Background: an optimization exercise with open tools, aiming at small area, a short achievable clock period and few clock cycles per item. Do not read the settings as production practice.
Function was checked by simulation only, so behaviour that the tests miss may differ from the original.

## config.mk

```make
export PLATFORM = sky130hd
export DESIGN_NAME = jam
export DESIGN_NICKNAME = jam
export VERILOG_FILES = /design/flow/design.v
export SDC_FILE = /design/flow/constraint.sdc
export NUM_CORES = 4
export LEC_CHECK = 0
export CAP_MARGIN = 20
export CORE_MARGIN = 2
export CORE_UTILIZATION = 45
export SETUP_SLACK_MARGIN = 5
export SLEW_MARGIN = 20
```

## constraint.sdc

```tcl
create_clock -name core_clock -period 9.0 [get_ports {clk}]
set_input_delay 1.8000 -clock core_clock [delete_from_list [all_inputs] [get_ports {clk}]]
set_output_delay 1.8000 -clock core_clock [all_outputs]
set_load 0.01 [all_outputs]
```

## design.v

```verilog
package jam_types_pkg;
	typedef logic [7-1:0] cost_t;
	typedef logic [3-1:0] job_t;
	typedef job_t [8-1:0] perm_t;
	typedef logic [10-1:0] total_t;
	typedef logic [4-1:0] out_job_t;
	typedef cost_t [8-1:0] cost_row_t;
endpackage
package jam_phase_pkg;
	typedef enum logic [1:0] {
		PH_LOAD,
		PH_SEARCH,
		PH_DRAIN,
		PH_OUTPUT
	} phase_t;
endpackage
`timescale 1ns/1ps
module jam (
	input  logic                    clk,
	input  logic                    rst_n,
	input  logic                    in_valid,
	input  jam_types_pkg::cost_t    in_cost,
	output logic                    out_valid,
	output jam_types_pkg::out_job_t out_job,
	output jam_types_pkg::total_t   out_cost
);
	localparam logic [2:0] E_WAIT = 3'd0;   
	localparam logic [2:0] E_S2   = 3'd1;   
	localparam logic [2:0] E_S3   = 3'd2;   
	localparam logic [2:0] E_X    = 3'd3;   
	localparam logic [2:0] E_WALK = 3'd4;   
	localparam logic [2:0] E_TS   = 3'd5;   
	localparam logic [2:0] E_OUT  = 3'd6;   
	function automatic logic [9:0] add10(input logic [9:0] a, input logic [9:0] b, input logic ci);
		logic [9:0]  g;
		logic [9:0]  p;
		logic [10:0] G;
		logic [10:0] P;
		g = a & b;
		p = a ^ b;
		G = {g, ci};
		P = {p, 1'b0};
		for (int lv = 0; lv < 4; lv++) begin
			for (int i = 10; i >= (1 << lv); i--) begin
				G[i] = G[i] | (P[i] & G[i - (1 << lv)]);
				P[i] = P[i] & P[i - (1 << lv)];
			end
		end
		add10 = p ^ G[9:0];
	endfunction
	function automatic logic [19:0] csa10(input logic [9:0] a, input logic [9:0] b, input logic [9:0] c);
		logic [9:0] s;
		logic [9:0] cy;
		s  = a ^ b ^ c;
		cy = (a & b) | (a & c) | (b & c);
		csa10 = {cy[8:0], 1'b0, s};
	endfunction
	function automatic logic lt8(input logic [7:0] a, input logic [7:0] b);
		logic [7:0] g1, l1;
		logic [3:0] g2, l2;
		logic [1:0] g3, l3;
		g1 = ~a & b;
		l1 = a & ~b;
		for (int i = 0; i < 4; i++) begin
			g2[i] = g1[2*i+1] | (~l1[2*i+1] & g1[2*i]);
			l2[i] = l1[2*i+1] | (~g1[2*i+1] & l1[2*i]);
		end
		for (int i = 0; i < 2; i++) begin
			g3[i] = g2[2*i+1] | (~l2[2*i+1] & g2[2*i]);
			l3[i] = l2[2*i+1] | (~g2[2*i+1] & l2[2*i]);
		end
		lt8 = g3[1] | (~l3[1] & g3[0]);
	endfunction
	function automatic logic [2:0] enc8(input logic [7:0] oh);
		enc8[0] = oh[1] | oh[3] | oh[5] | oh[7];
		enc8[1] = oh[2] | oh[3] | oh[6] | oh[7];
		enc8[2] = oh[4] | oh[5] | oh[6] | oh[7];
	endfunction
	logic [5:0]   lcnt;
	logic         ldone;
	logic [447:0] amat;
	logic         load_en;
	logic         iv_q;
	logic [6:0]   ic_q;
	always_ff @(posedge clk or negedge rst_n) begin
		if (!rst_n) iv_q <= 1'b0;
		else        iv_q <= in_valid;
	end
	always_ff @(posedge clk) begin
		ic_q <= in_cost;
	end
	assign load_en = iv_q && !ldone;
	for (genvar k = 0; k < 64; k++) begin : g_store
		always_ff @(posedge clk) begin
			if (load_en && lcnt == 6'(k)) begin
				amat[k*7 +: 7] <= ic_q;
			end
		end
	end
	logic [2:0]  est;
	logic [2:0]  ph;        
	logic        first;     
	logic [7:0]  jn;        
	logic [2:0]  jnb;       
	logic [6:0]  D;         
	logic [9:0]  tot;       
	logic [2:0]  jc;        
	logic [6:0]  w    [8];
	logic [6:0]  z    [8];
	logic [2:0]  p    [8];
	logic [7:0]  pv;
	logic [7:0]  d    [8];
	logic [2:0]  way  [8];
	logic [7:0]  wroot;
	logic [7:0]  used;
	logic [55:0] rowv_q;
	logic [9:0]  K_q;
	logic [3:0]  tcnt;
	logic        v1;
	logic [2:0]  tr1;
	logic [7:0]  T    [8];
	logic [7:0]  Tv;
	logic [7:0]  kv;        
	logic [7:0]  dU;
	logic [2:0]  cur  [8];
	logic [7:0]  st;
	logic [2:0]  ocnt;
	logic        row_ready;
	assign row_ready = ldone || (ph < lcnt[5:3]);
	logic [2:0]  r1;
	logic [9:0]  K1;
	logic [55:0] rowv;
	logic [6:0]  ur;
	logic [2:0]  pj;
	logic [6:0]  zj;
	logic        pvj;
	always_comb begin
		ur = (tcnt[2:0] == ph) ? D : 7'd0;
		pj  = 3'd0;
		zj  = 7'd0;
		for (int j = 0; j < 8; j++) begin
			if (pv[j] && p[j] == tcnt[2:0]) ur = ur | z[j];
			if (jn[j]) begin
				pj = pj | p[j];
				zj = zj | z[j];
			end
		end
		pvj = |(pv & jn);
	end
	always_comb begin
		case (est)
			E_TS:    r1 = tcnt[2:0];
			E_X:     r1 = pj;
			default: r1 = ph;
		endcase
		case (est)
			E_TS:    K1 = add10(10'd0, ~{3'd0, ur}, 1'b1);
			E_X:     K1 = add10({3'd0, D}, ~{3'd0, zj}, 1'b1);
			default: K1 = 10'd0;
		endcase
		case (r1)
			3'd0: rowv = amat[  0 +: 56];
			3'd1: rowv = amat[ 56 +: 56];
			3'd2: rowv = amat[112 +: 56];
			3'd3: rowv = amat[168 +: 56];
			3'd4: rowv = amat[224 +: 56];
			3'd5: rowv = amat[280 +: 56];
			3'd6: rowv = amat[336 +: 56];
			default: rowv = amat[392 +: 56];
		endcase
	end
	always_ff @(posedge clk) begin
		rowv_q <= rowv;
		K_q    <= K1;
		tr1    <= tcnt[2:0];
	end
	logic [9:0]  cand [8];
	logic [7:0]  lt;
	logic [7:0]  tz;
	logic [7:0]  dnew [8];
	for (genvar j = 0; j < 8; j++) begin : g_s2
		logic [19:0] c1;
		logic [19:0] c2;
		logic [9:0]  df;
		assign c1 = csa10({3'd0, rowv_q[j*7 +: 7]}, {3'd0, w[j]}, K_q);
		assign cand[j] = add10(c1[9:0], c1[19:10], 1'b0);
		assign c2 = csa10(c1[9:0], c1[19:10], ~{2'd0, d[j]});
		assign df = add10(c2[9:0], c2[19:10], 1'b1);
		assign lt[j] = df[9];
		assign tz[j] = (cand[j] == 10'd0);
		assign dnew[j] = (cand[j][8] | cand[j][7]) ? 8'h80 : cand[j][7:0];
	end
	logic [7:0]  key [8];
	logic [7:0]  jsel;
	logic [6:0]  kmin;
	for (genvar j = 0; j < 8; j++) begin : g_key
		assign key[j] = {used[j] | d[j][7], d[j][6:0]};
	end
	always_comb begin
		logic [3:0] wl, wh;
		logic [7:0] ml, mh;
		logic       xf;
		wl = 4'hF;
		wh = 4'hF;
		for (int x = 0; x < 4; x++) begin
			for (int y = x + 1; y < 4; y++) begin
				if (lt8(key[y], key[x])) wl[x] = 1'b0;
				else                     wl[y] = 1'b0;
				if (lt8(key[y+4], key[x+4])) wh[x] = 1'b0;
				else                         wh[y] = 1'b0;
			end
		end
		ml = 8'd0;
		mh = 8'd0;
		for (int x = 0; x < 4; x++) begin
			if (wl[x]) ml = ml | key[x];
			if (wh[x]) mh = mh | key[x+4];
		end
		xf   = lt8(mh, ml);
		jsel = xf ? {wh, 4'd0} : {4'd0, wl};
		kmin = xf ? mh[6:0] : ml[6:0];
	end
	logic [7:0]  avail;
	logic [7:0]  ok;
	logic [7:0]  okl;       
	logic [7:0]  rowok;
	logic [7:0]  colok;
	logic [7:0]  colcov;
	logic [7:0]  gtk;       
	logic        tvk;
	logic [2:0]  curk;
	logic [2:0]  prevk;
	logic        dfs_go;
	always_comb begin
		logic [7:0] Tk;
		logic [7:0] ab;
		logic [7:0] ar;
		logic       stk;
		Tk    = 8'd0;
		curk  = 3'd0;
		prevk = 3'd0;
		for (int r = 0; r < 8; r++) begin
			if (kv[r]) begin
				Tk   = Tk | T[r];
				curk = curk | cur[r];
			end
			if (r > 0 && kv[r]) prevk = prevk | cur[r-1];
		end
		stk = |(kv & st);
		tvk = |(kv & Tv);
		gtk[0] = 1'b0;
		for (int r = 1; r < 8; r++) gtk[r] = gtk[r-1] | kv[r-1];
		for (int j = 0; j < 8; j++) ab[j] = !stk || (3'(j) > curk);
		avail = Tk & ~dU & ab;
		rowok  = 8'hFF;
		colcov = 8'h00;
		ar     = 8'h00;
		for (int r = 0; r < 8; r++) begin
			if (gtk[r]) colcov = colcov | T[r];
			ar = T[r] & ~dU;
			for (int j = 0; j < 8; j++) begin
				if (gtk[r] && Tv[r] && (ar & ~(8'd1 << j)) == 8'd0) rowok[j] = 1'b0;
			end
		end
		colok = 8'hFF;
		if (&Tv) begin
			for (int j = 0; j < 8; j++) begin
				for (int c = 0; c < 8; c++) begin
					if (c != j && !dU[c] && !colcov[c]) colok[j] = 1'b0;
				end
			end
		end
		ok = avail & rowok & colok;
		okl = ok & ~{ok[6:0], 1'b0} & ~{ok[5:0], 2'b0} & ~{ok[4:0], 3'b0} & ~{ok[3:0], 4'b0} &
		      ~{ok[2:0], 5'b0} & ~{ok[1:0], 6'b0} & ~{ok[0], 7'b0};
	end
	assign dfs_go = (est == E_TS) && tvk;
	always_ff @(posedge clk or negedge rst_n) begin
		if (!rst_n) begin
			lcnt      <= '0;
			ldone     <= 1'b0;
			est       <= E_WAIT;
			ph        <= '0;
			first     <= 1'b0;
			tcnt      <= '0;
			v1        <= 1'b0;
			Tv        <= '0;
			kv        <= '0;
			ocnt      <= '0;
			out_valid <= 1'b0;
			out_job   <= '0;
			out_cost  <= '0;
		end else begin
			out_valid <= 1'b0;
			out_job   <= '0;
			out_cost  <= '0;
			if (load_en) begin
				lcnt <= lcnt + 6'd1;
				if (lcnt == 6'd63) ldone <= 1'b1;
			end
			case (est)
				E_WAIT: begin
					if (row_ready) begin
						first <= 1'b1;
						est   <= E_S2;
					end
				end
				E_S2: begin
					est <= E_S3;
				end
				E_S3: begin
					first <= 1'b0;
					est   <= E_X;
				end
				E_X: begin
					if (pvj) begin
						est <= E_S2;
					end else if (ph == 3'd7) begin
						est  <= E_TS;
						tcnt <= '0;
						v1   <= 1'b0;
						Tv   <= '0;
						kv   <= 8'd1;
					end else begin
						est <= E_WALK;
					end
				end
				E_WALK: begin
					if (wroot[jc]) begin
						ph  <= ph + 3'd1;
						est <= E_WAIT;
					end
				end
				E_TS: begin
					if (!tcnt[3]) tcnt <= tcnt + 4'd1;
					v1 <= !tcnt[3];
					if (v1) Tv[tr1] <= 1'b1;
					if (dfs_go) begin
						if (|ok) begin
							kv <= {kv[6:0], 1'b0};
							if (kv[7]) begin
								est       <= E_OUT;
								ocnt      <= 3'd1;
								out_valid <= 1'b1;
								out_job   <= 4'(cur[0]) + 4'd1;
								out_cost  <= tot;
							end
						end else begin
							kv <= {1'b0, kv[7:1]};
						end
					end
				end
				default: begin
					out_valid <= 1'b1;
					out_job   <= 4'(cur[ocnt]) + 4'd1;
					out_cost  <= tot;
					ocnt      <= ocnt + 3'd1;
					if (ocnt == 3'd7) begin
						est   <= E_WAIT;
						ph    <= '0;
						ldone <= 1'b0;
					end
				end
			endcase
		end
	end
	always_ff @(posedge clk) begin
		case (est)
			E_WAIT: begin
				if (ph == 3'd0) begin
					for (int j = 0; j < 8; j++) w[j] <= '0;
					pv  <= '0;
					tot <= '0;
				end
				used <= '0;
			end
			E_S2: begin
				for (int j = 0; j < 8; j++) begin
					if (first || (!used[j] && lt[j])) begin
						d[j]     <= dnew[j];
						way[j]   <= jnb;
						wroot[j] <= first;
					end
				end
			end
			E_S3: begin
				used <= used | jsel;
				jn   <= jsel;
				jnb  <= enc8(jsel);
				D    <= kmin;
			end
			E_X: begin
				if (!pvj) begin
					for (int j = 0; j < 8; j++) begin
						if (used[j]) begin
							logic [19:0] cw;
							logic [19:0] cz;
							cw = csa10({3'd0, w[j]}, {3'd0, D}, ~{2'd0, d[j]});
							cz = csa10({3'd0, z[j]}, {3'd0, D}, ~{2'd0, d[j]});
							w[j] <= 7'(add10(cw[9:0], cw[19:10], 1'b1));
							z[j] <= 7'(add10(cz[9:0], cz[19:10], 1'b1));
						end
					end
					tot <= add10(tot, {3'd0, D}, 1'b0);
					jc  <= jnb;
					dU  <= '0;
					st[0] <= 1'b0;
				end
			end
			E_WALK: begin
				pv[jc] <= 1'b1;
				if (wroot[jc]) begin
					p[jc] <= ph;
					z[jc] <= D;
				end else begin
					p[jc] <= p[way[jc]];
					z[jc] <= z[way[jc]];
					jc    <= way[jc];
				end
			end
			E_TS: begin
				if (v1) begin
					for (int j = 0; j < 8; j++) T[tr1][j] <= tz[j];
				end
				if (dfs_go) begin
					if (|ok) begin
						for (int r = 0; r < 8; r++) begin
							if (kv[r]) cur[r] <= enc8(okl);
						end
						st <= (st | kv) & ~{kv[6:0], 1'b0};
						dU <= dU | okl;
					end else begin
						dU[prevk] <= 1'b0;
					end
				end
			end
			default: ;
		endcase
	end
endmodule
```

## run.sh

```bash
#!/bin/bash
# synth_recipe.tcl (not shown) runs the flow's synth.tcl, then flattens the netlist and writes it again
# the make line also repeats each setting of config.mk as NAME=value (left out here)
make -C /OpenROAD-flow-scripts/flow DESIGN_CONFIG=/design/flow/config.mk WORK_HOME=/design/flow/orfs CLKGATE_MAP_FILE= SYNTH_SCRIPT=/design/flow/synth_recipe.tcl finish
```

==> flow_summary.ini, run 1 <==
[routing]
drt_pre_antenna_iters = 7
drc = 0
wl_um = 179400
drt-wirelength-per-cell_um = 25.23
drt_iter0_markers = 4933
antenna_violating_nets_post_route = 0
via_count = 41790
detail_route.vias_per_cell = 5.877

[critical_path]
worst-endpoint-required_ps = 9480
critPathCapture = used[6]
worst-r2r-cell-count = 13
critPathBufInv = 1
worst_path_dominant_cell_family = compound AO/OA/AOI/OAI gates
critical_path_arrival_ps = 4550
worstPathMaxFanout = 6
start_kind = flip-flop
worstPathCellList = nand2b_4 > a311oi_2 > o211ai_1 > a221o_1 > or4b_4 > a211oi_4 > buf_6 > a221oi_2 > a22oi_1 > a21oi_1 > o311a_4 > or2_4 > a22o_1
worst_r2r_startpoint = d[5][2]
startpoint = d[5][2]
cp_slowest_cell = or4b_4
critical_path_class = reg -> reg
register_to_register_setup_slack_ps = 4930
max_stage_delay_ps = 540
critical_path.endpoint_type = flip-flop
cp.depth = 13
timing.rr.end = used[6]

[timing]
count_of_endpoints_failing_setup_in_the_final_report = 0
final.setup.tns_ps = 0
post-route-period-util_pct = 45.25
timing.slew.headroom_pct = 16.51
fmax_mhz = 245.5
layout_min_cycle_time_ps = 4073
worst_clock_skew_ps = 82.65
final_max_slew_viol_count = 0
worstMarginPinSlew_ps = 1243
rsz_0062_raised_after_global_routing = yes
timing.final.hold_violations = 0
finalHoldWorstSlack_ps = 457.6

[synthesis]
post_synth_inst_count = 5172
asyncSetResetFlopFracSynth_pct = 5.619
yosys-top-cells-area = edfxtp_1 44%, fa_1 8.3%, ha_1 6.0%, inv_1 3.8%, a21oi_1 3.1%
synth_seq_cells = 961
synthesis.area_per_instance_um2 = 10.87
synth_enable_flop_cells = 831
synth-warning-count = 8
synthesis.nets = 5684
synthDominantAreaCellType = edfxtp_1
netlist-cell-type-count = 86
post_synth_instance_area_um2 = 56230
portion_of_the_post_synthesis_area_used_by_sequential_elements_pct = 49.48
dominantRegCellSynth = edfxtp_1
yosys.area.top_type_share_pct = 44.38

[layout]
filler_cell_count = 10880
num-nets-final = 5890
drive_above_1_share_pct = 12.10
area_growth_pct = 14.79

[run_status]
run_status = finished clean

[clock_tree]
worstSkewPairLatency_ps = 770
cts_tree = yes
clock_tree.htree_level_count = 3
cts_hold_buf = 0
cts-buffers-inserted = 105
clockBufferDepth = 3
clkSinkCount = 961
clk_root_buffer_cell = clkbuf_16
worst_setup_hold_path_clk_slew_ps = 60

[global_routing]
grt_remaining_overflow = 0
vias_in_the_first_global_route = 40010
antenna_found_initial = 2
global_route_wire_length_before_repair_um = 264400
track_usage_pct = 27.87
grt_max_degree = 72

[placement]
io_buffers = 24
gp_congestion = 0.9863
place.detailed.hpwl_um = 126100

[floorplan]
rows = 129
dieWidth_um = 357.5
die_area_um2 = 127800
top_level_ports = 25
fp.dieH_um = 357.5
core_area_um2 = 123800
initial_utilization_pct = 45.42

[flow_run]
maxCapViolations = 0

[hold_path]
min-delay-path-class = reg -> reg
## worst register-to-register path: stages, from the launching register on
cell and delay (ps):
edfxtp_1 510, nand2b_4 200, a311oi_2 270, o211ai_1 130, a221o_1 350, or4b_4 540
a211oi_4 350, buf_6 160, a221oi_2 70, a22oi_1 210, a21oi_1 170, o311a_4 420
or2_4 290, a22o_1 180
## synth_stat cells, types with 15 or more instances
master    instances
a211oi_1         56
a21o_1          116
a21oi_1         349
a221oi_1         55
a222oi_1         21
a22o_1           24
a22oi_1         135
a31oi_1          23
and2_1           35
buf_1            20
clkbuf_1        166
dfrtp_1          54
dfxtp_1          76
edfxtp_1        831
fa_1            233
ha_1            269
inv_1           572
maj3_1           17
mux2_2           24
mux2i_1          26
nand2_1         420
nand2b_1         89
nand3_1         163
nand4_1          21
nor2_1          423
nor2b_1         125
nor3_1           67
o211ai_1         15
o21a_1           20
o21ai_0         179
o21bai_1         21
o22a_1           24
o22ai_1          49
o32ai_1          18
or2_2            19
xnor2_1         133
xor2_1           86
## cell type report
cell class	count	area (um2)	share of cell area, %
inverters	573	2155	3.338
diodes	4	10.01	0.01551
clock buffers	154	3085	4.780
repair buffers	280	2376	3.681
flip-flops and latches	961	27850	43.14
clock inverters	44	445.4	0.6900
multi-input cells	3457	26580	41.18
well taps	1637	2048	3.173
## cells by family after synthesis
group | Yosys count | synth area share [%]
compound gates | 1236 | 14.65
xor+xnor | 219 | 3.411
fa+ha+maj | 520 | 14.60
buf+inv | 763 | 5.124
flops | 961 | 49.48
mux | 52 | 1.023
simple gates | 1421 | 11.70
## worst min path at each step
stage,to,startpoint,slack [ps],depth (start not counted)
floorplan,tr1[2],tcnt[2],350,0
global placement,rowv_q[38],amat[430],450,2
detailed placement,rowv_q[8],amat[400],450,2
CTS,rowv_q[50],amat[442],460,1
global route,rowv_q[49],amat[441],480,1
finish,rowv_q[4],amat[396],460,1
## layout by cell type, fill, tap and decap left out, types with 18 or more instances in the layout
cell type,n
nor3_1,51
clkbuf_16,110
xnor2_1,133
edfxtp_1,831
a221oi_1,44
nand4_1,21
nor2_1,406
a22o_1,24
fa_1,233
a21oi_1,316
or2_2,18
a222oi_1,21
buf_6,22
nor2b_1,119
xor2_1,85
clkbuf_8,22
a31oi_1,20
buf_4,221
and2_1,34
a21o_1,115
clkdlybuf4s50_1,23
ha_1,267
o22a_1,23
o21ai_0,159
o21bai_1,21
dfrtp_1,51
dfxtp_1,65
mux2_2,24
a22oi_1,134
a21oi_2,33
clkbuf_1,25
nand3_1,162
mux2i_1,26
inv_1,564
nand2b_1,87
a211oi_1,53
o22ai_1,47
nand2_1,415
## metal layers
metal | vias up | track usage [%] | wire length, um
li1 | 18910 | - | -
met1 | 20640 | 39.82 | 78200
met2 | 1920 | 43.09 | 80360
met3 | 326 | 5.471 | 15510
met4 | 2 | 8.277 | 5275
met5 | - | 0 | 39
## per-stage QoR
| stage | setup WS [ps] | util (%) | std cells | cell area [um2] |
|---|---|---|---|---|
| final | 4927 | 52.14 | 7110 | 64550 |
| after floorplan | 4983 | - | 5172 | 56290 |
| after global placement | 3716 | 47.34 | 6722 | 58600 |
| after global routing | 4765 | 52.14 | 7106 | 64540 |
| after detailed placement | 3609 | 47.35 | 6724 | 58620 |
| after CTS | 4913 | 51.30 | 7038 | 63510 |
## state kept, by name, summed over array words and instances, names as in the netlist, 56 cells and up
name,flops
amat,448
rowv_q,56
T,64
w,56
d,64
z,56
## timing repair
item,4_1_cts,5_1_grt
setup buffers,109,63
endpoints found under the setup margin,460,383
resized for setup,114,120
pin swaps,29,77
cloned,7,5
Testbench counts, summed over its fixed seeds: cycles 2,796, items 24.
==> inputs of run 2 (changes only) <==
--- a/design.v
+++ b/design.v
@@ -28,7 +28,6 @@
 	localparam logic [2:0] E_S2   = 3'd1;   
 	localparam logic [2:0] E_S3   = 3'd2;   
 	localparam logic [2:0] E_X    = 3'd3;   
-	localparam logic [2:0] E_WALK = 3'd4;   
 	localparam logic [2:0] E_TS   = 3'd5;   
 	localparam logic [2:0] E_OUT  = 3'd6;   
 	function automatic logic [9:0] add10(input logic [9:0] a, input logic [9:0] b, input logic ci);
@@ -80,20 +79,11 @@
 	logic         ldone;
 	logic [447:0] amat;
 	logic         load_en;
-	logic         iv_q;
-	logic [6:0]   ic_q;
-	always_ff @(posedge clk or negedge rst_n) begin
-		if (!rst_n) iv_q <= 1'b0;
-		else        iv_q <= in_valid;
-	end
-	always_ff @(posedge clk) begin
-		ic_q <= in_cost;
-	end
-	assign load_en = iv_q && !ldone;
+	assign load_en = in_valid && !ldone;
 	for (genvar k = 0; k < 64; k++) begin : g_store
 		always_ff @(posedge clk) begin
 			if (load_en && lcnt == 6'(k)) begin
-				amat[k*7 +: 7] <= ic_q;
+				amat[k*7 +: 7] <= in_cost;
 			end
 		end
 	end
@@ -105,6 +95,10 @@
 	logic [6:0]  D;         
 	logic [9:0]  tot;       
 	logic [2:0]  jc;        
+	logic        wbusy;     
+	logic [7:0]  wrs;       
+	logic [2:0]  wrow;      
+	logic [6:0]  wD;        
 	logic [6:0]  w    [8];
 	logic [6:0]  z    [8];
 	logic [2:0]  p    [8];
@@ -126,7 +120,11 @@
 	logic [7:0]  st;
 	logic [2:0]  ocnt;
 	logic        row_ready;
-	assign row_ready = ldone || (ph < lcnt[5:3]);
+	logic        row_ready_n;
+	logic        lastin;
+	assign lastin      = load_en && (lcnt[2:0] == 3'd7);
+	assign row_ready   = ldone || (ph < lcnt[5:3]) || (lastin && ph == lcnt[5:3]);
+	assign row_ready_n = ldone || ((ph + 3'd1) < lcnt[5:3]) || (lastin && (ph + 3'd1) == lcnt[5:3]);
 	logic [2:0]  r1;
 	logic [9:0]  K1;
 	logic [55:0] rowv;
@@ -134,6 +132,10 @@
 	logic [2:0]  pj;
 	logic [6:0]  zj;
 	logic        pvj;
+	logic [6:0]  z0;
+	logic [6:0]  d0;
+	logic        u0;
+	logic [19:0] k0;
 	always_comb begin
 		ur = (tcnt[2:0] == ph) ? D : 7'd0;
 		pj  = 3'd0;
@@ -146,16 +148,28 @@
 			end
 		end
 		pvj = |(pv & jn);
+		z0 = 7'd0;
+		d0 = 7'd0;
+		u0 = 1'b0;
+		for (int j = 0; j < 8; j++) begin
+			if (pv[j] && p[j] == 3'd0) begin
+				z0 = z0 | z[j];
+				d0 = d0 | d[j][6:0];
+				u0 = u0 | used[j];
+			end
+		end
+		k0 = csa10(u0 ? {3'd0, d0} : 10'd0, ~{3'd0, z0}, u0 ? ~{3'd0, D} : 10'h3FF);
 	end
 	always_comb begin
 		case (est)
 			E_TS:    r1 = tcnt[2:0];
-			E_X:     r1 = pj;
+			E_X:     r1 = pvj ? pj : (ph == 3'd7) ? 3'd0 : ph + 3'd1;
 			default: r1 = ph;
 		endcase
 		case (est)
 			E_TS:    K1 = add10(10'd0, ~{3'd0, ur}, 1'b1);
-			E_X:     K1 = add10({3'd0, D}, ~{3'd0, zj}, 1'b1);
+			E_X:     K1 = pvj ? add10({3'd0, D}, ~{3'd0, zj}, 1'b1) :
+			              (ph == 3'd7) ? add10(k0[9:0], k0[19:10] | 10'd1, 1'b1) : 10'd0;
 			default: K1 = 10'd0;
 		endcase
 		case (r1)
@@ -168,11 +182,12 @@
 			3'd6: rowv = amat[336 +: 56];
 			default: rowv = amat[392 +: 56];
 		endcase
+		if (lastin && r1 == lcnt[5:3]) rowv[55:49] = in_cost;
 	end
 	always_ff @(posedge clk) begin
 		rowv_q <= rowv;
 		K_q    <= K1;
-		tr1    <= tcnt[2:0];
+		tr1    <= (est == E_TS) ? tcnt[2:0] : 3'd0;
 	end
 	logic [9:0]  cand [8];
 	logic [7:0]  lt;
@@ -287,6 +302,7 @@
 			Tv        <= '0;
 			kv        <= '0;
 			ocnt      <= '0;
+			wbusy     <= 1'b0;
 			out_valid <= 1'b0;
 			out_job   <= '0;
 			out_cost  <= '0;
@@ -294,6 +310,7 @@
 			out_valid <= 1'b0;
 			out_job   <= '0;
 			out_cost  <= '0;
+			if (wbusy && wrs[jc]) wbusy <= 1'b0;
 			if (load_en) begin
 				lcnt <= lcnt + 6'd1;
 				if (lcnt == 6'd63) ldone <= 1'b1;
@@ -313,22 +330,25 @@
 					est   <= E_X;
 				end
 				E_X: begin
-					if (pvj) begin
+					if (wbusy) begin
+						est <= E_X;
+					end else if (pvj) begin
 						est <= E_S2;
 					end else if (ph == 3'd7) begin
 						est  <= E_TS;
-						tcnt <= '0;
-						v1   <= 1'b0;
+						tcnt <= 4'd1;
+						v1   <= 1'b1;
 						Tv   <= '0;
 						kv   <= 8'd1;
 					end else begin
-						est <= E_WALK;
-					end
-				end
-				E_WALK: begin
-					if (wroot[jc]) begin
-						ph  <= ph + 3'd1;
-						est <= E_WAIT;
+						wbusy <= 1'b1;
+						ph    <= ph + 3'd1;
+						if (row_ready_n) begin
+							first <= 1'b1;
+							est   <= E_S2;
+						end else begin
+							est <= E_WAIT;
+						end
 					end
 				end
 				E_TS: begin
@@ -376,10 +396,13 @@
 			end
 			E_S2: begin
 				for (int j = 0; j < 8; j++) begin
-					if (first || (!used[j] && lt[j])) begin
+					if (first) begin
+						d[j]     <= dnew[j];
+						wroot[j] <= 1'b1;
+					end else if (!used[j] && lt[j]) begin
 						d[j]     <= dnew[j];
 						way[j]   <= jnb;
-						wroot[j] <= first;
+						wroot[j] <= 1'b0;
 					end
 				end
 			end
@@ -390,7 +413,7 @@
 				D    <= kmin;
 			end
 			E_X: begin
-				if (!pvj) begin
+				if (!wbusy && !pvj) begin
 					for (int j = 0; j < 8; j++) begin
 						if (used[j]) begin
 							logic [19:0] cw;
@@ -401,23 +424,16 @@
 							z[j] <= 7'(add10(cz[9:0], cz[19:10], 1'b1));
 						end
 					end
-					tot <= add10(tot, {3'd0, D}, 1'b0);
-					jc  <= jnb;
+					tot  <= add10(tot, {3'd0, D}, 1'b0);
+					jc   <= jnb;
+					wrs  <= wroot;
+					wrow <= ph;
+					wD   <= D;
+					used <= '0;
 					dU  <= '0;
 					st[0] <= 1'b0;
 				end
 			end
-			E_WALK: begin
-				pv[jc] <= 1'b1;
-				if (wroot[jc]) begin
-					p[jc] <= ph;
-					z[jc] <= D;
-				end else begin
-					p[jc] <= p[way[jc]];
-					z[jc] <= z[way[jc]];
-					jc    <= way[jc];
-				end
-			end
 			E_TS: begin
 				if (v1) begin
 					for (int j = 0; j < 8; j++) T[tr1][j] <= tz[j];
@@ -436,5 +452,16 @@
 			end
 			default: ;
 		endcase
+		if (wbusy) begin
+			pv[jc] <= 1'b1;
+			if (wrs[jc]) begin
+				p[jc] <= wrow;
+				z[jc] <= wD;
+			end else begin
+				p[jc] <= p[way[jc]];
+				z[jc] <= z[way[jc]];
+				jc    <= way[jc];
+			end
+		end
 	end
 endmodule
--- a/config.mk
+++ b/config.mk
@@ -10,3 +10,4 @@
 export CORE_UTILIZATION = 45
 export SETUP_SLACK_MARGIN = 5
 export SLEW_MARGIN = 20
+export TNS_END_PERCENT = 10
==> run 2 against run 1 <==
Utilization up 0.75 points. Cell area grew 4.8%. Flip-flop and latch count rose by 11. Routed wire length up 13%. Highest routed layer unchanged. The layout now fails its checks (capacitance limit, slew limit). Via count increased by 7.9%. Setup slack got worse by 150 ps. Critical path depth up 2.
==> flow_summary.ini, run 2 <==
[run_status]
run_status = failed layout checks
layout.failed_checks = capacitance limit, slew limit

[synthesis]
synth_enable_flop_cells = 838
synthDominantAreaCellType = edfxtp_1
synthesis.nets = 5839
netlist-cell-type-count = 101
asyncSetResetFlopFracSynth_pct = 5.556
dominantRegCellSynth = edfxtp_1
synthesis.area_per_instance_um2 = 10.96
yosys.area.top_type_share_pct = 43.27
synth-warning-count = 8
yosys-top-cells-area = edfxtp_1 43%, fa_1 8.3%, ha_1 6.1%, inv_1 3.5%, a21oi_1 2.8%
most_common_cell_in_the_synthesized_netlist = edfxtp_1
synth_seq_cells = 972
post_synth_instance_area_um2 = 58150
post_synth_inst_count = 5307
post_synth_most_frequent_cells = 838 x edfxtp_1, 539 x inv_1, 427 x nand2_1
portion_of_the_post_synthesis_area_used_by_sequential_elements_pct = 48.35

[hold_path]
hp-start = wroot[2]
min-delay-path-class = reg -> reg
worst_hold_path.num_cells = 0

[layout]
num-nets-final = 6133
biggestRegsByFlops = amat (448), T (64), d (64)
multi_input_area_um2 = 28440
area_growth_pct = 16.30
largest_reg_flops = 448
final_cell_mix = 838 x edfxtp_1, 530 x inv_1, 425 x nand2_1, 361 x nor2_1, 322 x buf_4
layout.cells.most_common = edfxtp_1
utilization_pct = 52.90
post-route-cell-area_um2 = 67630
filler_cell_count = 11130
drive_above_1_share_pct = 14.71
largest_register = amat
seqCellArea_um2 = 28140

[placement]
place.detailed.hpwl_um = 136300
place_area_um2 = 60390
io_buffers = 24
gp_congestion = 1.000

[timing]
worst_clock_skew_ps = 38.98
worstMarginPinSlew_ps = 1861
timing.slew.headroom_pct = -24.50
fmax_mhz = 236.9
final_max_slew_viol_count = 14
timing.final.hold_violations = 0
count_of_endpoints_failing_setup_in_the_final_report = 0
final.setup.tns_ps = 0
layout_min_cycle_time_ps = 4222
post-route-period-util_pct = 46.91
finalHoldWorstSlack_ps = 421.5
rsz_0062_raised_after_global_routing = yes

[floorplan]
dieWidth_um = 363.5
core_area_um2 = 127800
initial_utilization_pct = 45.48
top_level_ports = 25
rows = 131
fp.dieH_um = 363.5
die_area_um2 = 132100

[routing]
drt_pre_antenna_iters = 11
detail_route.vias_per_cell = 6.126
antenna_violating_nets_post_route = 0
drt_iter0_markers = 5670
drt-wirelength-per-cell_um = 27.52
via_count = 45070
drc = 0
wl_um = 202500

[clock_tree]
clk_root_buffer_cell = clkbuf_16
cts_tree = yes
worstSkewPairLatency_ps = 770
cts-buffers-inserted = 108
worst_setup_hold_path_clk_slew_ps = 60
clock_tree.htree_level_count = 3
clkSinkCount = 972
clockBufferDepth = 3

[critical_path]
critical_path_class = reg -> reg
worstPathMaxFanout = 9
worst-r2r-cell-count = 15
worst-endpoint-required_ps = 9490
startpoint = d[0][0]
critical_path.endpoint_type = flip-flop
register_to_register_setup_slack_ps = 4780
worst_r2r_startpoint = d[0][0]
start_kind = flip-flop
critical_path_arrival_ps = 4710

[global_routing]
track_usage_pct = 30.12
antenna_found_initial = 4
vias_in_the_first_global_route = 42720
global_route_wire_length_before_repair_um = 291500
grt_max_degree = 68
grt_remaining_overflow = 0

[flow_run]
maxCapViolations = 1
run 2: cell count changes after synthesis, sizes merged, moves of 25 or more:
cell   change
nor2      -26
o21ai     +68
a21oi     -33
inv       -31
mux4      +25
a31oi     +25
nand3     -44
a22oi     +46
run 2: stage by stage:
stage / std cells / worst slack, ps
finish: 7358 / 4778
global route: 7357 / 4741
CTS: 7232 / 4677
detailed placement: 6865 / 3384
global placement: 6865 / 3436
floorplan: 5307 / 5066
run 2: area by class of cell:
class | count | share of cell area, %
diodes | 1 | 0.003700
repair buffers | 386 | 4.812
clock inverters | 62 | 1.075
multi-input cells | 3589 | 42.05
clock buffers | 142 | 4.305
flip-flops and latches | 972 | 41.61
well taps | 1662 | 3.075
repair inverters | 1 | 0.01295
inverters | 543 | 3.047
run 2: per-layer routing:
metal  GRT usage, %  vias up  share of wire, %
li1               -    19720                 -
met5              0        -             0.020
met2          46.25     2512                44
met1          41.62    22250                41
met3          5.377      585               9.2
met4          13.89        6               5.5
run 2: worst paths after layout:
kind | to
max | jn[6]
min | wrs[2]
max reg2reg | jn[6]
min reg2reg | wrs[2]
max in group asynchronous | kv[2]
min in group asynchronous | out_cost[6]
run 2: cell families after synthesis:
family / after synthesis / synth area share [%]
fa+ha+maj: 542 / 14.68
mux: 77 / 1.941
xor+xnor: 228 / 3.434
simple gates: 1445 / 11.92
buf+inv: 757 / 5.026
compound gates: 1286 / 14.65
flops: 972 / 48.35
run 2: critical path: stages (launching register included):
cell and delay [ps]:
edfxtp_1 390, buf_4 220, nor2b_1 150, o2111ai_1 310
a31oi_1 190, nor3_2 350, o2111ai_2 240, nor2_4 290
a21oi_1 140, a21o_1 200, maj3_2 320, o21ai_2 160
o2111ai_2 130, a31o_4 320, buf_4 180, nor3_1 360
run 2: repair_timing:
item,CTS,global route
resized for setup,102,209
endpoints found under the setup margin,677,737
hold endpoints to repair,0,0
buffers inserted,155,119
cloned,8,6
hold buffers,0,0
pin swaps,24,82
Testbench counts of run 2, summed over its fixed seeds: cycles 2,608, items 24.
==> inputs of run 3 (changes only) <==
--- a/config.mk
+++ b/config.mk
@@ -10,4 +10,3 @@
 export CORE_UTILIZATION = 45
 export SETUP_SLACK_MARGIN = 5
 export SLEW_MARGIN = 20
-export TNS_END_PERCENT = 10
==> run 3 against run 2 <==
First-iteration DRC count is 7.0% higher. Highest routed layer unchanged. Flip-flop and latch count stayed put. Routed wire length is 0.99% higher. Area after synthesis stayed put. Hold slack hardly changed. Cell area is 1.2% higher. Die area stayed put. Register-to-register slack better by 110 ps. Synthesized cell count stayed put. Now clean on timing, DRC and antenna.
==> flow_summary.ini, run 3 <==
[critical_path]
worst_r2r_startpoint = K_q[1]
critPathBufInv = 4
worstPathMaxFanout = 6
critical_path_arrival_ps = 4530
worst-r2r-cell-count = 19
timing.rr.end = way[4][2]
cp_slowest_cell = fa_1
start_kind = flip-flop
worst_path_dominant_cell_family = adder cells
worstPathCellList = buf_4 > fa_1 > inv_1 > fa_1 > inv_1 > ha_1 > a21o_1 > a21oi_2 > nor2b_1 > o21ai_1 > nand2b_1 > a21oi_2 > nor2b_1 > o21ai_1 > nand2b_1 > a21oi_4 > xor2_2 > buf_4 > nor3_4
critical_path.endpoint_type = flip-flop
worst-endpoint-required_ps = 9420
critical_path_class = reg -> reg
register_to_register_setup_slack_ps = 4890
max_stage_delay_ps = 500

[floorplan]
core_area_um2 = 127800
dieWidth_um = 363.5
top_level_ports = 25
initial_utilization_pct = 45.48
fp.dieH_um = 363.5
die_area_um2 = 132100
rows = 131

[layout]
seqCellArea_um2 = 28150
largest_register = amat
post_layout_nonfiller_instances = 7415
filler_cell_count = 11050
biggestRegsByFlops = amat (448), T (64), d (64)
layout.cells.most_common = edfxtp_1
largest_reg_flops = 448
post-route-cell-area_um2 = 68430
area_growth_pct = 17.68
multi_input_area_um2 = 28730
final_cell_mix = 838 x edfxtp_1, 528 x inv_1, 425 x nand2_1, 370 x buf_4, 352 x nor2_1
drive_above_1_share_pct = 16.31
num-nets-final = 6190

[clock_tree]
clkSinkCount = 972
clk_root_buffer_cell = clkbuf_16
clockBufferDepth = 3
cts_tree = yes
clock_tree.htree_level_count = 3
cts_hold_buf = 0
cts-buffers-inserted = 108
worst_setup_hold_path_clk_slew_ps = 60
worstSkewPairLatency_ps = 770

[synthesis]
synth_enable_flop_cells = 838
post_synth_inst_count = 5307
synthesis.area_per_instance_um2 = 10.96
dominantRegCellSynth = edfxtp_1
portion_of_the_post_synthesis_area_used_by_sequential_elements_pct = 48.35
synthesis.nets = 5839
post_synth_instance_area_um2 = 58150
most_common_cell_in_the_synthesized_netlist = edfxtp_1
synthDominantAreaCellType = edfxtp_1
yosys-top-cells-area = edfxtp_1 43%, fa_1 8.3%, ha_1 6.1%, inv_1 3.5%, a21oi_1 2.8%
netlist-cell-type-count = 101
synth_seq_cells = 972
asyncSetResetFlopFracSynth_pct = 5.556
yosys.area.top_type_share_pct = 43.27
post_synth_most_frequent_cells = 838 x edfxtp_1, 539 x inv_1, 427 x nand2_1
synth-warning-count = 8

[timing]
final_max_slew_viol_count = 0
timing.final.hold_violations = 0
worstMarginPinSlew_ps = 1249
worst_clock_skew_ps = 35.20
rsz_0062_raised_after_global_routing = yes
final_critical_path_setup_slack_ps = 4887
layout_min_cycle_time_ps = 4113
count_of_endpoints_failing_setup_in_the_final_report = 0
fmax_mhz = 243.1
post-route-period-util_pct = 45.70
final.setup.tns_ps = 0
timing.slew.headroom_pct = 16.71

[hold_path]
worst_hold_path.num_cells = 0
min-delay-path-class = reg -> reg
hp-start = wroot[3]
worst_hold_path.endpoint = wrs[3]

[placement]
place_area_um2 = 60390
place.detailed.hpwl_um = 136300
dp.cells = 6865
io_buffers = 24
gp_congestion = 1.000
place_ws_ps = 3384

[routing]
drt-wirelength-per-cell_um = 27.58
drt_pre_antenna_iters = 10
wl_um = 204500
drt_iter0_markers = 6067
detail_route.vias_per_cell = 6.142
via_count = 45550
antenna_violating_nets_post_route = 0
drc = 0

[global_routing]
track_usage_pct = 30.43
global_route_wire_length_before_repair_um = 294500
grt_remaining_overflow = 0
grt_max_degree = 68
vias_in_the_first_global_route = 43210
antenna_found_initial = 2

[run_status]
run_status = finished clean

[flow_run]
maxCapViolations = 0
run 3: cell counts after synthesis:
No cell type changed its count.
run 3: cells by family after synthesis:
group | count (synthesis) | share of synthesized area, %
DFF | 972 | 48.35
adders and majority gates | 542 | 14.68
xor gates and xnor gates | 228 | 3.434
AOI/OAI and AO/OA | 1286 | 14.65
and+or+nand+nor | 1445 | 11.92
buffers and inverters | 757 | 5.026
muxes | 77 | 1.941
run 3: cell type report:
cell class,count,area share (%)
Timing Repair inverter,1,0.01280
Inverter,543,3.017
Tap cell,1662,3.039
Timing Repair Buffer,441,5.498
Multi-Input combinational cell,3591,41.98
Clock buffer,142,4.255
Antenna cell,1,0.003657
Clock inverter,62,1.062
Sequential cell,972,41.13
run 3: worst max path at each step:
stage,from,end,cells past startpoint
after floorplan,p[0][0],K_q[7],16
after global placement,jn[0],rowv_q[52],12
after detailed placement,jn[0],rowv_q[52],12
after CTS,K_q[1],way[0][2],19
after global routing,K_q[1],way[4][2],19
final,K_q[1],way[4][2],19
run 3: repair_timing:
item,4_1_cts,5_1_grt
setup buffers,219,110
gates resized for setup,199,195
hold endpoints to repair,0,0
endpoints found under the setup margin,677,519
pin swaps,64,106
gates cloned,11,5
run 3: worst reg2reg max path: stages, from the launching register on:
cell and delay (ps):
dfxtp_4 400, buf_4 160, fa_1 500, inv_1 60, fa_1 490, inv_1 40, ha_1 280, a21o_1 170
a21oi_2 130, nor2b_1 60, o21ai_1 140, nand2b_1 90, a21oi_2 130, nor2b_1 60, o21ai_1 120, nand2b_1 110
a21oi_4 230, xor2_2 140, buf_4 170, nor3_4 320
run 3: metal layers:
metal / share of wire, % / GRT usage [%] / up-vias
met2: 44 / 46.37 / 2605
met1: 41 / 41.94 / 22480
met5: 0.0064 / 0 / -
li1: - / - / 19850
met4: 5.9 / 15.13 / 2
met3: 9.6 / 5.377 / 606
run 3: per-stage QoR:
step / utilization, % / hold WS [ps]
CTS: 52.22 / 406.8
finish: 53.52 / 421.6
detailed placement: 47.24 / 408.0
global placement: 47.22 / 404.7
floorplan: - / 400.3
global route: 53.52 / 416.8
==> inputs of run 4 (changes only) <==
--- a/config.mk
+++ b/config.mk
@@ -5,6 +5,7 @@
 export SDC_FILE = /design/flow/constraint.sdc
 export NUM_CORES = 4
 export LEC_CHECK = 0
+export ABC_AREA = 1
 export CAP_MARGIN = 20
 export CORE_MARGIN = 2
 export CORE_UTILIZATION = 45
==> run 4 against run 3 <==
Sequential share of layout area increased by 0.89 points. Critical endpoint is now K_q[7].
==> flow_summary.ini, run 4 <==
[timing]
worst_clock_skew_ps = 94.53
post-route-period-util_pct = 44.61
rsz_0062_raised_after_global_routing = yes
fmax_mhz = 249.1
timing.final.hold_violations = 0
final.setup.tns_ps = 0
worstMarginPinSlew_ps = 1144
timing.slew.headroom_pct = 22.91
layout_min_cycle_time_ps = 4015
final_max_slew_viol_count = 0
finalHoldWorstSlack_ps = 441.0
count_of_endpoints_failing_setup_in_the_final_report = 0

[floorplan]
top_level_ports = 25
core_area_um2 = 131300
die_area_um2 = 135000
dieWidth_um = 367.4
rows = 133
initial_utilization_pct = 45.26
fp.dieH_um = 367.4

[routing]
drt_pre_antenna_iters = 9
detailroute.wirelength.met3_um = 17520
drt_iter0_markers = 5215
drt-wirelength-per-cell_um = 23.59
antenna_violating_nets_post_route = 0
detail_route.vias_per_cell = 5.554
routed_length_on_met1_um = 84890
met2RoutedLength_um = 89330
top_layer_used = met4
via_count = 47190
drc = 0
wl_um = 200400

[clock_tree]
clkSinkCount = 972
worst_setup_hold_path_clk_slew_ps = 70
clk_root_buffer_cell = clkbuf_16
cts-buffers-inserted = 107
clockBufferDepth = 3
worstSkewPairLatency_ps = 780
cts_tree = yes
clock_tree.htree_level_count = 3

[synthesis]
dominantRegCellSynth = edfxtp_1
post_synth_inst_count = 6484
synthDominantAreaCellType = edfxtp_1
synthesis.nets = 7016
netlist-cell-type-count = 76
synth_enable_flop_cells = 838
yosys.area.top_type_share_pct = 42.35
asyncSetResetFlopFracSynth_pct = 5.556
post_synth_instance_area_um2 = 59420
synth_seq_cells = 972
synthesis.area_per_instance_um2 = 9.165
synth-warning-count = 8
most_common_cell_in_the_synthesized_netlist = nand2_1
post_synth_most_frequent_cells = 1192 x nand2_1, 1074 x inv_1, 838 x edfxtp_1
portion_of_the_post_synthesis_area_used_by_sequential_elements_pct = 47.32
yosys-top-cells-area = edfxtp_1 42%, fa_1 8.1%, nand2_1 7.5%, inv_1 6.8%, ha_1 5.9%

[critical_path]
start_kind = flip-flop
register_to_register_setup_slack_ps = 4990
worst-endpoint-required_ps = 9710
worst_r2r_startpoint = p[2][1]
critical_path.endpoint_type = flip-flop
max_stage_delay_ps = 610
worst-r2r-cell-count = 24
timing.rr.end = K_q[7]
worstPathMaxFanout = 7
cp_common_cell = a21oi_2
critical_path_arrival_ps = 4720
worst_path_dominant_cell_family = compound AO/OA/AOI/OAI gates
critPathBufInv = 2
cp_slowest_cell = fa_1
worstPathCellList = nor4_2 > buf_4 > a221oi_4 > o21ai_4 > a21oi_2 > o21ai_1 > a21oi_2 > o21ai_4 > o41ai_4 > fa_1 > inv_2 > ha_4 > o21ai_2 > nand2_1 > a21o_1 > nand2_2 > nand2_2 > a21oi_2 > nor2_1 > nor2_1 > nor2_2 > o31ai_1 > nand3_1 > nand2_1
critical_path_class = reg -> reg

[hold_path]
worst_hold_path.endpoint = rowv_q[40]
worst_hold_path.num_cells = 2
hp-start = amat[40]
min-delay-path-class = reg -> reg

[layout]
filler_cell_count = 12150
drive_above_1_share_pct = 9.212
largest_register = amat
multi_input_area_um2 = 27100
biggestRegsByFlops = amat (448), T (64), d (64)
layout.cells.most_common = nand2_1
final_cell_mix = 1187 x nand2_1, 1052 x inv_1, 838 x edfxtp_1, 679 x nor2_1, 463 x o21ai_0
post_layout_nonfiller_instances = 8496
area_growth_pct = 12.69
seqCellArea_um2 = 28140
insertedDiodeCount = 0
largest_reg_flops = 448
num-nets-final = 7179

[global_routing]
global_route_wire_length_before_repair_um = 295800
grt_remaining_overflow = 0
grt_max_degree = 66
antenna_found_initial = 0
vias_in_the_first_global_route = 45130
track_usage_pct = 29.40

[flow_run]
maxCapViolations = 0

[placement]
dp.cells = 8197
place.detailed.hpwl_um = 147900
io_buffers = 24
gp_congestion = 1.004

[run_status]
run_status = finished clean
[run 4: cell type report]
class	count	share of cell area [%]
Sequential cell	972	42.02
Clock inverter	54	0.8632
Timing Repair Buffer	185	2.521
Timing Repair inverter	1	0.01121
Multi-Input combinational cell	4256	40.47
Tap cell	1755	3.279
Inverter	1124	6.381
Clock buffer	149	4.447
[run 4: worst max path at each step]
stage	start	endpoint	slack (ps)	depth (start not counted)
floorplan	p[2][1]	K_q[7]	5020	23
global placement	K_q[2]	d[2][6]	4110	14
CTS	K_q[2]	wroot[2]	4950	14
detailed placement	K_q[2]	d[2][6]	3950	14
global route	p[2][1]	K_q[7]	4860	24
finish	p[2][1]	K_q[7]	4990	24
[run 4: kinds of logic after synthesis]
group | count (synthesis) | share of synthesized area (%)
compound gates | 1183 | 11.22
xor+xnor | 156 | 2.299
fa+ha+maj | 522 | 14.02
buf+inv | 1256 | 8.161
flops | 972 | 47.32
simple gates | 2395 | 16.98
[run 4: timing repair]
| item | in CTS | in global routing |
|---|---|---|
| buffers inserted | 35 | 58 |
| hold buffers | 0 | 0 |
| gates resized for setup | 76 | 109 |
| setup endpoints to repair | 303 | 334 |
| pin swaps | 10 | 41 |
| gates cloned | 1 | 2 |
[run 4: per-layer routing]
metal / track usage (%) / vias up
li1: - / 21810
met1: 41.06 / 22750
met2: 45.67 / 2155
met3: 5.141 / 479
met4: 11.25 / 0
met5: 0 / -
[run 4: tightest hold or removal path, cell delays in order, from the launching register on]
cell,delay (ps)
edfxtp_1,320
a21oi_1,60
nand3_1,50
[run 4: per-stage QoR]
step | area, um2 | setup WS (ps) | util (%)
3_5_place_dp | 61770 | 3950 | 47.05
2_1_floorplan | 59430 | 5023 | -
6_report | 66960 | 4985 | 51.00
4_1_cts | 65920 | 4955 | 50.20
5_1_grt | 66960 | 4862 | 51.00
3_3_place_gp | 61770 | 4115 | 47.05
==> inputs of run 5 (changes only) <==
--- a/design.v
+++ b/design.v
@@ -79,11 +79,20 @@
 	logic         ldone;
 	logic [447:0] amat;
 	logic         load_en;
-	assign load_en = in_valid && !ldone;
+	logic         iv_q;
+	logic [6:0]   ic_q;
+	always_ff @(posedge clk or negedge rst_n) begin
+		if (!rst_n) iv_q <= 1'b0;
+		else        iv_q <= in_valid;
+	end
+	always_ff @(posedge clk) begin
+		ic_q <= in_cost;
+	end
+	assign load_en = iv_q && !ldone;
 	for (genvar k = 0; k < 64; k++) begin : g_store
 		always_ff @(posedge clk) begin
 			if (load_en && lcnt == 6'(k)) begin
-				amat[k*7 +: 7] <= in_cost;
+				amat[k*7 +: 7] <= ic_q;
 			end
 		end
 	end
@@ -182,7 +191,7 @@
 			3'd6: rowv = amat[336 +: 56];
 			default: rowv = amat[392 +: 56];
 		endcase
-		if (lastin && r1 == lcnt[5:3]) rowv[55:49] = in_cost;
+		if (lastin && r1 == lcnt[5:3]) rowv[55:49] = ic_q;
 	end
 	always_ff @(posedge clk) begin
 		rowv_q <= rowv;
--- a/config.mk
+++ b/config.mk
@@ -5,7 +5,6 @@
 export SDC_FILE = /design/flow/constraint.sdc
 export NUM_CORES = 4
 export LEC_CHECK = 0
-export ABC_AREA = 1
 export CAP_MARGIN = 20
 export CORE_MARGIN = 2
 export CORE_UTILIZATION = 45
==> run 5 against run 4 <==
Register-to-register slack got worse by 160 ps. Cell count down 11%. Cell area up 1.4%. First-iteration DRC count increased by 15%. Setup slack lost 160 ps. Critical path type unchanged.
==> flow_summary.ini, run 5 <==
[global_routing]
global_route_wire_length_before_repair_um = 295100
track_usage_pct = 30.19
vias_in_the_first_global_route = 43580
grt_remaining_overflow = 0
antenna_found_initial = 4
grt_max_degree = 113

[critical_path]
worstPathMaxFanout = 3
worstPathCellList = fa_1 > inv_1 > fa_1 > inv_1 > ha_1 > a21o_1 > a21o_1 > a21o_1 > a21o_1 > a21o_1 > a21o_1 > a21o_1 > a21oi_2 > xor2_2 > buf_4 > nor3_4
max_stage_delay_ps = 590
critical_path.endpoint_type = flip-flop
startpoint = w[4][1]
worst-r2r-cell-count = 16
critical_path_arrival_ps = 4560
worst_r2r_startpoint = w[4][1]
cp_common_cell = a21o_1
critical_path_class = reg -> reg
worst-endpoint-required_ps = 9390
start_kind = flip-flop
cp_slowest_cell = fa_1

[synthesis]
yosys-mux-area-fraction_pct = 1.270
synthesis.nets = 6000
post_synth_inst_count = 5468
synth_enable_flop_cells = 838
synth-compound-area-share_pct = 14.82
yosys-top-cells-area = edfxtp_1 43%, fa_1 8.2%, ha_1 6.0%, inv_1 3.5%, nand2_1 3.2%
synthDominantAreaCellType = edfxtp_1
synth-warning-count = 8
synth_top_family_by_area = compound AO/OA/AOI/OAI gates
portion_of_the_post_synthesis_area_used_by_sequential_elements_pct = 48.32
area_share_of_xor_xnor_cells_in_the_synthesized_design_pct = 3.262
synth_seq_cells = 980
simple_gate_fraction_of_synth_area_pct = 12.82
synthesis.area_per_instance_um2 = 10.70
yosys.area.top_type_share_pct = 42.99
post_synth_instance_area_um2 = 58530
post_synth_most_frequent_cells = 838 x edfxtp_1, 538 x inv_1, 501 x nand2_1
asyncSetResetFlopFracSynth_pct = 5.612
synth_fa_ha_area_share_pct = 14.55
dominantRegCellSynth = edfxtp_1
netlist-cell-type-count = 96
most_common_cell_in_the_synthesized_netlist = edfxtp_1

[clock_tree]
clkSinkCount = 980
cts_hold_buf = 0
worst_setup_hold_path_clk_slew_ps = 60
cts_tree = yes
clockBufferDepth = 3
cts-buffers-inserted = 107
clk_root_buffer_cell = clkbuf_16
worstSkewPairLatency_ps = 760
clock_tree.htree_level_count = 3

[layout]
filler_cell_count = 11360
post_layout_nonfiller_instances = 7579
multi_input_area_um2 = 28530
utilization_pct = 52.49
num-nets-final = 6275
layout.cells.most_common = edfxtp_1
post-route-cell-area_um2 = 67880
largest_reg_flops = 448
biggestRegsByFlops = amat (448), T (64), d (64)
drive_above_1_share_pct = 13.42
area_growth_pct = 15.97
final_cell_mix = 838 x edfxtp_1, 525 x inv_1, 495 x nand2_1, 444 x nor2_1, 313 x buf_4
largest_register = amat
seqCellArea_um2 = 28310

[floorplan]
fp.dieH_um = 364.7
dieWidth_um = 364.7
die_area_um2 = 133000
top_level_ports = 25
core_area_um2 = 129300
rows = 132
initial_utilization_pct = 45.26

[timing]
post-route-period-util_pct = 46.40
fmax_mhz = 239.5
final_critical_path_setup_slack_ps = 4824
timing.final.hold_violations = 0
count_of_endpoints_failing_setup_in_the_final_report = 0
final.setup.tns_ps = 0
final_max_slew_viol_count = 0
timing.slew.headroom_pct = 23.74
finalHoldWorstSlack_ps = 428.1
rsz_0062_raised_after_global_routing = yes
layout_min_cycle_time_ps = 4176
worstMarginPinSlew_ps = 1135
worst_clock_skew_ps = 50.65

[routing]
drt_pre_antenna_iters = 10
wl_um = 203400
drc = 0
drt_iter0_markers = 6008
detail_route.vias_per_cell = 6.015
via_count = 45590
antenna_violating_nets_post_route = 0
drt-wirelength-per-cell_um = 26.84

[placement]
gp_congestion = 1.003
place_area_um2 = 60910
place.detailed.hpwl_um = 139200
io_buffers = 24
dp.cells = 7101
place_ws_ps = 3835

[hold_path]
min-delay-path-class = reg -> reg
hp-start = wroot[7]
worst_hold_path.num_cells = 0

[run_status]
run_status = finished clean

[flow_run]
maxCapViolations = 0
==> run 5: changes by cell type after synthesis, sizes merged, moves of 126 or more <==
| cell | previous run | this run |
|---|---|---|
| inv | 1115 | 542 |
| a22oi | 1 | 177 |
| a21o | 2 | 130 |
| nor2 | 733 | 469 |
| nand2 | 1225 | 501 |
| nor2b | 0 | 126 |
| o21ai | 531 | 222 |
==> run 5: routing by layer <==
metal | up-vias | track usage [%] | wire [um]
met1 | 22400 | 42.29 | 84590
met5 | - | 0 | 11
met2 | 2503 | 45.83 | 88710
li1 | 20150 | - | -
met3 | 532 | 6.162 | 20710
met4 | 2 | 12.20 | 9387
==> run 5: cell type report <==
class,count,area share (%)
clock buffer,136,4.254
sequential,980,41.71
clock inverter,65,1.143
tap,1742,3.211
timing repair buffer,373,4.608
inverter,543,3.043
antenna,2,0.007373
multi-input combinational,3738,42.02
==> run 5: cell families (layout without fill, tap and decap cells) <==
| group | after synthesis | after routing |
|---|---|---|
| xor+xnor | 218 | 218 |
| fa+ha+maj | 540 | 540 |
| mux | 69 | 69 |
| simple gates | 1610 | 1613 |
| other cells | 0 | 2 |
| compound gates | 1288 | 1298 |
| flops | 980 | 980 |
| buf+inv | 763 | 1117 |
==> run 5: repair_timing <==
item,CTS,global route
cloned,12,2
endpoints found under the setup margin,410,394
pin swaps,111,42
resized for setup,165,108
buffers inserted,192,69
endpoints found under the hold margin,0,0
==> run 5: worst max-delay path, delay by kind of cell (launching register included) <==
kind                       cells  cell delay (ps)
and+or+nand+nor                1              300
AOI/OAI and AO/OA              8             1310
adders and majority gates      3             1320
xor gates and xnor gates       1              100
buffers and inverters          3              280
DFF                            1              490
==> run 5: worst paths after layout <==
kind / endpoint / slack [ps]
worst min-delay path: wrs[7] / 430
worst max-delay path: way[4][0] / 4820
worst min register to register: wrs[7] / 430
max in group asynchronous: ph[2] / 7230
min in group asynchronous: out_job[3] / 1220
worst max register to register: way[4][0] / 4820
Testbench counts of run 5, summed over its fixed seeds: cycles 2,632, items 24.
==> inputs of run 6 (changes only) <==
--- a/config.mk
+++ b/config.mk
@@ -5,6 +5,7 @@
 export SDC_FILE = /design/flow/constraint.sdc
 export NUM_CORES = 4
 export LEC_CHECK = 0
+export ABC_AREA = 1
 export CAP_MARGIN = 20
 export CORE_MARGIN = 2
 export CORE_UTILIZATION = 45
==> run 6 against run 5 <==
Still clean. Hold slack barely moved. Area after synthesis grew 2.1%. Flip-flop and latch count stayed put. Maximum frequency rose by 5.3%. Global-route usage shrank 0.71 points. Register-to-register slack improved by 210 ps. Clock skew rose by 3.5 ps. Clock-buffer cell count grew 12. Critical path type unchanged. Critical endpoint is now K_q[9].
==> flow_summary.ini, run 6 <==
[run_status]
run_status = finished clean

[timing]
finalHoldWorstSlack_ps = 428.3
final_max_slew_viol_count = 0
rsz_0062_raised_after_global_routing = yes
final.setup.tns_ps = 0
timing.slew.headroom_pct = 24.12
worstMarginPinSlew_ps = 1109
post-route-period-util_pct = 44.06
fmax_mhz = 252.2
layout_min_cycle_time_ps = 3965
timing.final.hold_violations = 0
worst_clock_skew_ps = 54.15
count_of_endpoints_failing_setup_in_the_final_report = 0

[clock_tree]
worstSkewPairLatency_ps = 770
clkSinkCount = 980
worst_setup_hold_path_clk_slew_ps = 60
clockBufferDepth = 3
clk_root_buffer_cell = clkbuf_16
cts_tree = yes
clock_tree.htree_level_count = 3
cts-buffers-inserted = 107

[critical_path]
cp_common_cell = nand2_1
max_stage_delay_ps = 550
cp_slowest_cell = fa_1
worst-r2r-cell-count = 23
critical_path_class = reg -> reg
critical_path.endpoint_type = flip-flop
critical_path_arrival_ps = 4590
worstPathCellList = nor4_2 > buf_6 > clkinvlp_4 > o221ai_4 > a221oi_1 > o21ai_0 > a21oi_1 > o21ai_0 > nand2_1 > fa_1 > inv_1 > ha_1 > inv_1 > nor2_4 > nor2_2 > nor2_1 > nor2_1 > o21bai_1 > nand2_1 > nand2_2 > nand2_1 > nand2_1 > nand2_1
worstPathMaxFanout = 8
start_kind = flip-flop
worst-endpoint-required_ps = 9630

[layout]
filler_cell_count = 12070
num-nets-final = 7346
insertedDiodeCount = 0
largest_register = amat
drive_above_1_share_pct = 8.642
largest_reg_flops = 448
area_growth_pct = 13.97
final_cell_mix = 1230 x inv_1, 1070 x nand2_1, 838 x edfxtp_1, 775 x nor2_1, 411 x o21ai_0
layout.cells.most_common = inv_1
post-route-cell-area_um2 = 68120
biggestRegsByFlops = amat (448), T (64), d (64)

[synthesis]
synth_seq_cells = 980
synthesis.nets = 7135
synth_fa_ha_area_share_pct = 13.94
yosys-mux-area-fraction_pct = 0
yosys-top-cells-area = edfxtp_1 42%, fa_1 8.0%, inv_1 7.9%, nand2_1 6.8%, ha_1 5.9%
post_synth_instance_area_um2 = 59770
synthesis.area_per_instance_um2 = 9.052
most_common_cell_in_the_synthesized_netlist = inv_1
simple_gate_fraction_of_synth_area_pct = 16.62
netlist-cell-type-count = 66
dominantRegCellSynth = edfxtp_1
synthDominantAreaCellType = edfxtp_1
synth_enable_flop_cells = 838
post_synth_most_frequent_cells = 1258 x inv_1, 1075 x nand2_1, 838 x edfxtp_1
area_share_of_xor_xnor_cells_in_the_synthesized_design_pct = 2.301
synth-warning-count = 8
post_synth_inst_count = 6603
portion_of_the_post_synthesis_area_used_by_sequential_elements_pct = 47.32
synth-compound-area-share_pct = 10.81
synth_top_family_by_area = simple AND/OR/NAND/NOR gates
yosys.area.top_type_share_pct = 42.10
asyncSetResetFlopFracSynth_pct = 5.612

[flow_run]
maxCapViolations = 0

[placement]
io_buffers = 24
place_area_um2 = 62330
gp_congestion = 1.011
place.detailed.hpwl_um = 147100

[global_routing]
antenna_found_initial = 4
global_route_wire_length_before_repair_um = 297200
vias_in_the_first_global_route = 45600
grt_max_degree = 71
grt_remaining_overflow = 0
track_usage_pct = 29.49

[routing]
detail_route.vias_per_cell = 5.522
antenna_violating_nets_post_route = 0
wl_um = 201700
drt-wirelength-per-cell_um = 23.29
drt_pre_antenna_iters = 7
drt_iter0_markers = 4981
drc = 0
via_count = 47840

[floorplan]
initial_utilization_pct = 45.41
core_area_um2 = 131600
dieWidth_um = 368.4
top_level_ports = 25
fp.dieH_um = 368.4
die_area_um2 = 135800
rows = 133

[hold_path]
min-delay-path-class = reg -> reg
worst_hold_path.num_cells = 0
[run 6: cell types whose count changed after synthesis, sizes merged, moves of 126 or more]
cell	before	now
nor2	469	806
nor2b	126	0
a22oi	177	1
o21ai	222	450
a21o	130	3
nand2	501	1086
o22ai	41	170
inv	542	1266
nand3	151	323
[run 6: timing repair]
| action | CTS | global route |
|---|---|---|
| endpoints found under the setup margin | 413 | 364 |
| buffers inserted | 40 | 96 |
| cloned | 3 | 2 |
| resized for setup | 142 | 98 |
| hold buffers | 0 | 0 |
| pin swaps | 19 | 38 |
[run 6: worst max-delay path: cells and delay by family, from the launching register on]
family	cells	cell delay, ps
compound gates	6	870
fa+ha+maj	2	820
buf+inv	4	590
flops	1	410
simple gates	11	1160
[run 6: routing by layer]
metal  track usage, %  wire (um)  vias to the layer above
met2            46.10      90290                     2138
met4            11.99       9070                        0
li1                 -          -                    22260
met3            4.597      16200                      486
met1            41.06      86180                    22960
met5                0          0                        -
[run 6: final cells by class]
class / count / area (um2) / share of cell area [%]
flip-flops and latches: 980 / 28320 / 41.58
multi-input cells: 4213 / 26920 / 39.51
inverters: 1274 / 4847 / 7.116
clock buffers: 148 / 2995 / 4.397
well taps: 1755 / 2196 / 3.224
repair buffers: 238 / 2141 / 3.143
clock inverters: 55 / 699.4 / 1.027
[run 6: logic make-up after synthesis]
| family | Yosys count |
|---|---|
| AO/OA/AOI/OAI | 1137 |
| adder cells (fa/ha/maj) | 522 |
| XOR/XNOR | 157 |
| buffers and inverters | 1414 |
| AND/OR/NAND/NOR | 2393 |
| flip-flops | 980 |
[run 6: path summary, 6_finish.rpt]
check / from / end / slack (ps)
max: p[2][0] / K_q[9] / 5030
min: wroot[3] / wrs[3] / 430
max reg2reg: p[2][0] / K_q[9] / 5030
min reg2reg: wroot[3] / wrs[3] / 430
max in group asynchronous: rst_n / kv[2] / 7210
min in group asynchronous: rst_n / out_cost[8] / 1120
[run 6: through the flow]
| step | cells | setup slack, ps | utilization [%] |
|---|---|---|---|
| after global routing | 8663 | 4823 | 51.75 |
| after global placement | 8319 | 3772 | 47.35 |
| after detailed placement | 8319 | 3758 | 47.35 |
| after CTS | 8565 | 4980 | 50.85 |
| final | 8663 | 5035 | 51.75 |
| after floorplan | 6603 | 5087 | - |

## port drivers added, routing unchanged
No port has a modelled driver above. Below, the same layouts with a new extraction and two added sets of constraints.
Step 1: set_driving_cell puts a clkbuf_16 on clk and a buf_2 on each other input, an assumption about the parent block.
Step 2, shift: input delay + t, output delay - t, t = (earliest + latest rising clock arrival at the registers) / 2. This alone moves slack from input paths to output paths.
Slacks: ideal ports / drivers / drivers and shift; pairs: ideal ports / drivers.
run | t, ns | setup slack, ns | latest minus earliest clock arrival (ns) | worst register clock-pin slew, ns | worst slew at a driven data input, ns
run 1 | 0.801 | 4.927 / 4.927 / 4.927 | 0.082 / 0.083 | 0.07 / 0.07 | 0.03
run 2 | 0.833 | 4.778 / 4.778 / 4.060 | 0.043 / 0.043 | 0.07 / 0.07 | 0.16
run 3 | 0.835 | 4.887 / 4.887 / 4.113 | 0.039 / 0.039 | 0.07 / 0.07 | 0.16
run 4 | 0.805 | 4.985 / 4.985 / 4.348 | 0.096 / 0.096 | 0.07 / 0.07 | 0.06
run 5 | 0.806 | 4.824 / 4.824 / 4.824 | 0.054 / 0.054 | 0.07 / 0.07 | 0.03
run 6 | 0.814 | 5.035 / 5.035 / 5.035 | 0.060 / 0.061 | 0.07 / 0.07 | 0.03
For run 3, which loses most, drivers alone change the setup slack by 0.000 ns; drivers and shift together by -0.774 ns.
